Context: an optimization exercise on an open-source flow, tuned for small area, a short achievable clock period and few clock cycles per item. The choices shown serve that exercise and are no tape-out recipe.
Function was checked by simulation only, so behaviour that the tests miss may differ from the original.
No activity file was given, so power comes from the tool's default toggle rates.

== P ==
==> flow/design.v (excerpt) <==
module fc_stream_layer #(
    parameter int unsigned N       = 16,
    parameter int unsigned Q       = 12,
    parameter int unsigned IN_LEN  = 8,
    parameter int unsigned OUT_LEN = 4,
    parameter int unsigned RELU    = 1
) (
    input  logic                clk,
    input  logic                global_rst,
    input  logic                ce,
    input  logic signed [N-1:0] data_in,
    input  logic                valid_in,
    input  logic                end_in,
    output logic                in_ready,
    input  logic                w_we,
    input  logic [7:0]          w_addr,
    input  logic [N-1:0]        w_data,
    output logic signed [N-1:0] data_out,
    output logic                valid_op,
    output logic                end_op,
    output logic                overflow
);
Size in the first run: roughly 1100 flip-flops, about 66 I/O pins, roughly 0.063 mm2 of cells after synthesis.
export LEC_CHECK = 0
export CAP_MARGIN = 20
export CORE_MARGIN = 2
export CORE_UTILIZATION = 65
export CTS_CLUSTER_DIAMETER = 80
export CTS_CLUSTER_SIZE = 30
export PLACE_DENSITY = 0.72
export SLEW_MARGIN = 20
export SYNTH_HIERARCHICAL = 1
export SYNTH_MINIMUM_KEEP_SIZE = 0
create_clock -name core_clock -period 12.0 [get_ports {clk}]
standard.sh (not shown) runs the stock make flow with config.mk's settings and CLKGATE_MAP_FILE= SYNTH_SCRIPT=/design/flow/synth_recipe.tcl, a recipe that flattens the netlist after the stock synthesis.
==> flow/flow/run.sh <==
#!/bin/bash
# The standard layout, with ORFS's setup repair aiming well below the 12 ns
# clock (the constraints themselves are unchanged): SETUP_SLACK_MARGIN asks
# repair_timing for that much spare slack on every path. Clock tree synthesis
# gets the same clustering as config.mk asks for, without dummy loads.
set -euo pipefail
export SETUP_SLACK_MARGIN=8.5
export CTS_ARGS="-sink_clustering_enable -repair_clock_nets -sink_clustering_size 30 -sink_clustering_max_diameter 80 -dont_use_dummy_load"
bash standard.sh > standard.log 2>&1
Testbench counts of P, summed over its fixed seeds: cycles 8,240, frames 1,024.
Setup changes, P to Q
==> flow/flow/run.sh <==
#!/bin/bash
# The standard layout, with ORFS's setup repair aiming well below the 12 ns
# clock (the constraints themselves are unchanged): SETUP_SLACK_MARGIN asks
# repair_timing for that much spare slack on every path.
set -euo pipefail
export SETUP_SLACK_MARGIN=8.5
bash standard.sh > standard.log 2>&1
--- a/flow/config.mk
+++ b/flow/config.mk
@@ -10 +10 @@
-export CORE_UTILIZATION = 65
+export CORE_UTILIZATION = 55
@@ -13 +13 @@
-export PLACE_DENSITY = 0.72
+export PLACE_DENSITY = 0.65
Results
- Q vs P, final period utilization went down by 1.2 points.
- Q: setup slack is 0.14 ns higher than what P reported.
- The fraction of power consumed by combinational cells of Q is lower than that of P.
- Diff P..Q | number of input and output port buffers inserted | negligible
- Timing startpoint of the critical path: valid_op -> Q, first_q -> P
- Sequential share of layout area delta (P -> Q): insignificant
Edits applied to the flow inputs when going from Q to R:
--- a/flow/flow/run.sh
+++ b/flow/flow/run.sh
@@ -6 +6 @@
-export SETUP_SLACK_MARGIN=8.5
+export SETUP_SLACK_MARGIN=8.4
Results
When R is measured against Q, its maximum frequency turns out 0.31% lower. Summary of R over Q: half-perimeter wire length after placement lower, cell count lower, worst hold margin lower. Taking Q as the reference, in R global placer's final weighted congestion shows a reduction of 1.7%, final critical path time including I/O delays and setup shows an increase of 0.011 ns. Compared with Q, R shows a lower final standard cell utilization of the core. Compared with Q, R shows violation count after the first detailed-routing iteration that has gone down slightly. [R vs Q] headroom to the max-slew limit: higher in R. Going from Q to R, largest net degree at the start of global routing grows by about 40%.
The following lists how S was set up differently from R:
--- a/flow/flow/run.sh
+++ b/flow/flow/run.sh
@@ -4 +4,2 @@
-# repair_timing for that much spare slack on every path.
+# repair_timing for that much spare slack on every path. Clock tree synthesis
+# gets the same clustering as config.mk asks for, without dummy loads.
@@ -6 +7,2 @@
-export SETUP_SLACK_MARGIN=8.4
+export SETUP_SLACK_MARGIN=8.45
+export CTS_ARGS="-sink_clustering_enable -repair_clock_nets -sink_clustering_size 30 -sink_clustering_max_diameter 80 -dont_use_dummy_load"
--- a/flow/config.mk
+++ b/flow/config.mk
@@ -10 +10 @@
-export CORE_UTILIZATION = 55
+export CORE_UTILIZATION = 65
@@ -13 +13 @@
-export PLACE_DENSITY = 0.65
+export PLACE_DENSITY = 0.72
Findings:
Status: multi-input combinational cell area parity (R, S). Compared S vs R, and total wirelength of the detailed-routed design is down in S. As far as area taken by flip-flops and latches is concerned, S and R perform about the same. Between S and R, initial core utilization is higher for S, R comes in under that. Across both runs, relative area of clock buffers and inverters in the final design was lower for S than for R. The cell with the biggest individual delay on the critical path comes out sky130_fd_sc_hd__fa_2 in one run and sky130_fd_sc_hd__dfxtp_2 in the other, namely in S and R respectively. Number of filler instances in the final layout is lower on S. On power, the lower figure sits with S, not R. S vs R — layout clock buffer count dropped 16. S reports its launching instance or port of the critical path as acc_s[3][14] while R reports in_ready. Per the comparison of S with R, cell count decreased 296, global-route usage over all layers picked up an extra 4.9 points.
The following lists how T was set up differently from S:
==> flow/flow/run.sh <==
#!/bin/bash
# The standard layout, with ORFS's setup repair aiming well below the 12 ns
# clock (the constraints themselves are unchanged): SETUP_SLACK_MARGIN asks
# repair_timing for that much spare slack on every path.
set -euo pipefail
export SETUP_SLACK_MARGIN=8.45
bash standard.sh > standard.log 2>&1
Notes after the runs:
Going from S to T, cell count rose 38, number of buffers outside the clock class in the layout went down 11, routed via count flat, total power per unit cell area rose by 2.0%. T and S ended up with nearly the same sequential power.

## what the ideal ports hide
Ports are ideal in the flow. The routed layouts listed here were re-timed in OpenROAD.
Step 1 (the two cells are an assumption about what drives the block):
set clk [get_ports {clk}]
set_driving_cell -lib_cell sky130_fd_sc_hd__clkbuf_16 $clk
set_driving_cell -lib_cell sky130_fd_sc_hd__buf_2 [delete_from_list [all_inputs] $clk]
Step 2 times the ports against the registers' clock, not the clock port: input delays grow and output delays shrink by t, the midpoint of the rising clock arrivals with the driver on.
a / b / c = ideal / step 1 / step 2; a / b = the first two.
| run | t (ns) | setup WS [ns] | worst setup path after step 2 | worst register clock-pin slew, ns | pins driven straight from the clock port |
|---|---|---|---|---|---|
| P | 0.768 | 8.293 / 8.293 / 7.932 | input to register | 0.12 / 0.12 | 1 |
| Q | 0.788 | 8.432 / 8.353 / 7.972 | input to register | 0.12 / 0.12 | 1 |
| R | 0.795 | 8.421 / 8.340 / 7.839 | input to register | 0.12 / 0.12 | 1 |
| S | 0.732 | 8.443 / 8.386 / 7.940 | input to register | 0.11 / 0.11 | 1 |
| T | 0.768 | 8.408 / 8.367 / 7.910 | input to register | 0.12 / 0.12 | 1 |
After both steps setup and hold are still met in every run listed. For R, which loses most, drivers alone change the setup slack by -0.081 ns; drivers and shift together by -0.582 ns.
